This is an optimization exercise on Yosys and OpenROAD, whose aim is small area, a short achievable clock period and few clock cycles per item, not a production implementation.
At most, simulation tests tie the RTL to the original design; equivalence was not proved.
No activity file was given, so power comes from the tool's default toggle rates.

Design wqe_fetch_top, start of the top module:
module wqe_fetch_top
#(
    parameter int MAX_QP   = 16,
    parameter int SQ_DEPTH = 4096,
    parameter int BODY     = 32          
)(
    input  logic                  clk,
    input  logic                  rst_n,
    output logic                  o_fetch_ready,
    input  logic                  i_arbit_val,
    input  logic [QPID_WIDTH-1:0] i_qp_idx,
    input  logic [MAX_QP-1:0]     i_active,
    input  logic [MAX_QP-1:0]     i_wqe_cache_alfull,
    input  logic [ADDR_WIDTH-1:0] i_sq_base,
    output logic [ADDR_WIDTH-1:0] o_axi_araddr,
    output logic                  o_axi_arvalid,
    input  logic                  i_axi_arready,
    input  logic [WQE_WIDTH-1:0]  i_axi_rdata,
    input  logic                  i_axi_rvalid,
    output logic                  o_axi_rready,
    output logic                  o_wqe_cache_wr,
    output logic [WQE_WIDTH-1:0]  o_wqe,
    input  logic [MAX_QP-1:0]     i_wqe_cache_full
);
    localparam int PI_WIDTH = $clog2(SQ_DEPTH);
    localparam int BA       = $clog2(BODY);
    localparam int OFF_LSB  = $clog2(WQE_BYTES);
    localparam int OFF_W    = ADDR_WIDTH - OFF_LSB;
    logic                  g_valid;
    logic [QPID_WIDTH-1:0] g_qp;
    logic [PI_WIDTH-1:0]   sq_pi  [MAX_QP];
    logic [MAX_QP-1:0]     pi_vld;
    logic                  ar_valid;
    logic [OFF_W-1:0]      ar_addr;
    logic                  hd_vld;
    logic [MAX_QP-1:0]     hd_sel;      
    logic [QPID_WIDTH-1:0] hd_qp;
    logic [QPID_WIDTH-1:0] body [BODY];
    logic [BA:0]           bwp;
    logic [BA:0]           brp;
    logic                  req_ok_q;
    logic                  grant;
    logic                  xfer;
    logic                  ar_fire;
    logic                  push;
    logic                  body_empty;
    logic                  body_full;
    logic                  to_head;
    logic [PI_WIDTH-1:0]   cur_pi;
    logic [QPID_WIDTH-1:0] hd_nxt;
    function automatic logic [OFF_W-1:0] prefix_add(input logic [OFF_W-1:0] a,
                                                    input logic [OFF_W-1:0] b);
        logic [OFF_W-1:0] g;
        logic [OFF_W-1:0] p;
  ...
Size in the first run: about 1,400 cells after synthesis, about 400 flip-flops.
==> flow/config.mk <==
export PLATFORM = sky130hd
export DESIGN_NAME = wqe_fetch_top
export DESIGN_NICKNAME = wqe_fetch_top
export VERILOG_FILES = /design/flow/design.v
export SDC_FILE = /design/flow/constraint.sdc
export NUM_CORES = 4
export LEC_CHECK = 0
export CAP_MARGIN = 0
export CORE_AREA = 10 10 410 410
export DIE_AREA = 0 0 420 420
export SETUP_SLACK_MARGIN = 4.15
export SLEW_MARGIN = 0
==> flow/constraint.sdc <==
create_clock -name core_clock -period 8.0 [get_ports {clk}]
set_input_delay 1.6000 -clock core_clock [delete_from_list [all_inputs] [get_ports {clk}]]
set_output_delay 1.6000 -clock core_clock [all_outputs]
set_load 0.01 [all_outputs]
standard.sh (not shown) runs the stock make flow with config.mk's settings and CLKGATE_MAP_FILE= SYNTH_SCRIPT=/design/flow/synth_recipe.tcl, a recipe that flattens the netlist after the stock synthesis.
==> flow/flow/run.sh <==
#!/bin/bash
# Standard layout with three changes: port buffers are buf_1, constant outputs share
# tie cells through per-port buffers (flow/ties.tcl), and CTS adds no dummy loads.
set -euo pipefail
here=$(pwd)
export BUFFER_PORTS_ARGS="-buffer_cell sky130_fd_sc_hd__buf_1"
export POST_GLOBAL_PLACE_TCL=$here/flow/ties.tcl
export CTS_ARGS="-sink_clustering_enable -repair_clock_nets -dont_use_dummy_load -buf_list {sky130_fd_sc_hd__clkbuf_4 sky130_fd_sc_hd__clkbuf_8} -sink_clustering_size 10 -sink_clustering_max_diameter 50"
bash standard.sh > standard.log 2>&1
Other scripts of this flow, unchanged in this note and not shown: flow/flow/ties.tcl
Testbench counts at the start, summed over its fixed seeds: cycles 11,267, items 8,000.
Rerun with:
Settings changed: GPL_TIMING_DRIVEN set to 0, SETUP_SLACK_MARGIN 4.15 to 4.0.
- The new run went through all stages and came out clean
- worst setup slack improved by 30 ps
- combinational power grows by 33%
- register-to-register slack got worse by 20 ps
- power grows by 7.3%
- routed wire length rose by 6.3%
- first-iteration DRC count climbs by 45%
- final cell count grows by 25%
- sequential cell count is unchanged
Rerun with:
Settings changed: GPL_TIMING_DRIVEN 0 to not set.
After rerunning: Setup slack gets worse by 17 ps. Core utilization shrinks by 3.4 points. Cell count shrinks by about a fifth. Non-clock buffer count shrinks by 695. Design area shrinks by about a fifth. First-iteration DRC count shrinks by a quarter to a third. Sequential power barely changes. Total power shrinks by a little under a tenth. Die area does not change. Fmax shrinks slightly. Routed wire length shrinks by a few percent.


build 4:
Another version of the RTL of wqe_fetch_top (not shown whole).
For scale: roughly 21000 um2 of cells after synthesis.
==> flow/config.mk <==
export PLATFORM = sky130hd
export DESIGN_NAME = wqe_fetch_top
export DESIGN_NICKNAME = wqe_fetch_top
export VERILOG_FILES = /design/flow/design.v
export SDC_FILE = /design/flow/constraint.sdc
export NUM_CORES = 4
export LEC_CHECK = 0
export CAP_MARGIN = 0
export CORE_AREA = 10 10 410 410
export DIE_AREA = 0 0 420 420
export SETUP_SLACK_MARGIN = 4.0
export SLEW_MARGIN = 0
==> flow/constraint.sdc <==
create_clock -name core_clock -period 8.0 [get_ports {clk}]
set_input_delay 1.6000 -clock core_clock [delete_from_list [all_inputs] [get_ports {clk}]]
set_output_delay 1.6000 -clock core_clock [all_outputs]
set_load 0.01 [all_outputs]
==> flow/flow/run.sh <==
#!/bin/bash
# Standard layout with four changes: port buffers are buf_1, constant outputs share
# tie cells through per-port buffers (flow/ties.tcl), o_axi_rready gets a shallow
# cone of its own (flow/rready.tcl), and CTS adds no dummy loads.
set -euo pipefail
here=$(pwd)
export BUFFER_PORTS_ARGS="-buffer_cell sky130_fd_sc_hd__buf_1"
export POST_GLOBAL_PLACE_TCL=$here/flow/ties.tcl
export POST_FLOORPLAN_TCL=$here/flow/rready.tcl
export CTS_ARGS="-sink_clustering_enable -repair_clock_nets -dont_use_dummy_load -buf_list {sky130_fd_sc_hd__clkbuf_2 sky130_fd_sc_hd__clkbuf_4 sky130_fd_sc_hd__clkbuf_8} -sink_clustering_size 6 -sink_clustering_max_diameter 25"
bash standard.sh > standard.log 2>&1
Other scripts of this flow, unchanged in this note and not shown: flow/flow/rready.tcl, flow/flow/ties.tcl
Build 4 reached the end of the flow, and the finished layout is clean on the timing, design-rule and antenna checks.
> inputs changed (build 4 -> build 52)
# build 4
export LEC_CHECK = 0
export CAP_MARGIN = 0
export CORE_AREA = 10 10 410 410
export DIE_AREA = 0 0 420 420
export SETUP_SLACK_MARGIN = 4.0
export SLEW_MARGIN = 0
create_clock -name core_clock -period 8.0 [get_ports {clk}]
# build 52
export LEC_CHECK = 0
export CAP_MARGIN = 0
export CORE_AREA = 10 10 410 410
export DIE_AREA = 0 0 420 420
export SETUP_SLACK_MARGIN = 4.2
export SLEW_MARGIN = 0
create_clock -name core_clock -period 8.0 [get_ports {clk}]
--- a/flow/flow/run.sh
+++ b/flow/flow/run.sh
@@ -8,4 +8,4 @@
 export POST_GLOBAL_PLACE_TCL=$here/flow/ties.tcl
 export POST_FLOORPLAN_TCL=$here/flow/rready.tcl
-export CTS_ARGS="-sink_clustering_enable -repair_clock_nets -dont_use_dummy_load -buf_list {sky130_fd_sc_hd__clkbuf_2 sky130_fd_sc_hd__clkbuf_4 sky130_fd_sc_hd__clkbuf_8} -sink_clustering_size 6 -sink_clustering_max_diameter 25"
+export CTS_ARGS="-sink_clustering_enable -repair_clock_nets -dont_use_dummy_load -buf_list {sky130_fd_sc_hd__clkbuf_4 sky130_fd_sc_hd__clkbuf_8} -sink_clustering_size 10 -sink_clustering_max_diameter 50"
 bash standard.sh > standard.log 2>&1
==> results.txt <==
Build 4 -> build 52: number of nets with antenna violations after routing delta 0, exact match. Via count went down by a few percent going from build 4 to build 52. Core utilization: build 4 vs build 52, no meaningful difference. Re setup slack: build 4 was higher than build 52. Build 52 vs build 4 — design area dropped slightly.
> inputs changed (build 52 -> build 67)
# build 52
export LEC_CHECK = 0
export CAP_MARGIN = 0
export CORE_AREA = 10 10 410 410
export DIE_AREA = 0 0 420 420
export SETUP_SLACK_MARGIN = 4.2
export SLEW_MARGIN = 0
create_clock -name core_clock -period 8.0 [get_ports {clk}]
# build 67
export LEC_CHECK = 0
export CAP_MARGIN = 0
export CORE_AREA = 10 10 410 410
export DIE_AREA = 0 0 420 420
export SETUP_SLACK_MARGIN = 4.0
export SLEW_MARGIN = 0
create_clock -name core_clock -period 8.0 [get_ports {clk}]
Results
Wire length on met1 is lower on build 52
Where routed wire length is concerned, build 52 is better than build 67.
Average detailed-routed wire length per instance of build 67 exceeds that of build 52 by a little under 10%.
In the tables for build 52 and build 67, worst IR drop on VDD reads lower with build 52.
Build 67 vs. build 52: clock period minus worst slack -0.14 ns; critical path depth now sits lower; worst setup slack after layout now sits higher.
Going from build 52 to build 67, cell area after layout shrank slightly.
For the worst slew slack as a fraction of its limit, build 67 came in 7.4 points higher than build 52 did.
Function was not checked in any run of this note: the RTL went through the layout flow alone.

[port drivers added, routing unchanged]
No port has a modelled driver above. Below, the same layouts with a new extraction and two added sets of constraints. Step 1 sets driving cells, clkbuf_16 on the clock port and buf_2 on the other inputs (assumed; they add their load-dependent delay and slew). Step 2, shift: input delay + t, output delay - t, t = (earliest + latest rising clock arrival at the registers) / 2. This alone moves slack from input paths to output paths. a / b / c = ideal / step 1 / step 2; a / b = the first two.
| run | t, ns | setup slack, ns | hold slack, ns |
|---|---|---|---|
| the first run of note 1 | 0.659 | 3.879 / 3.846 / 3.696 | 0.456 / 0.456 / 0.456 |
| the second run of note 1 | 0.645 | 3.908 / 3.832 / 3.624 | 0.446 / 0.446 / 0.446 |
| the third run of note 1 | 0.667 | 3.891 / 3.814 / 3.616 | 0.451 / 0.451 / 0.451 |
| build 4 | 0.685 | 3.902 / 3.902 / 3.495 | 0.453 / 0.453 / 0.453 |
| build 52 | 0.629 | 3.753 / 3.753 / 3.606 | 0.457 / 0.457 / 0.457 |
| build 67 | 0.652 | 3.889 / 3.889 / 3.537 | 0.459 / 0.459 / 0.459 |
After both steps setup and hold are still met in every run listed. For build 4, which loses most, drivers alone change the setup slack by 0.000 ns; drivers and shift together by -0.407 ns.
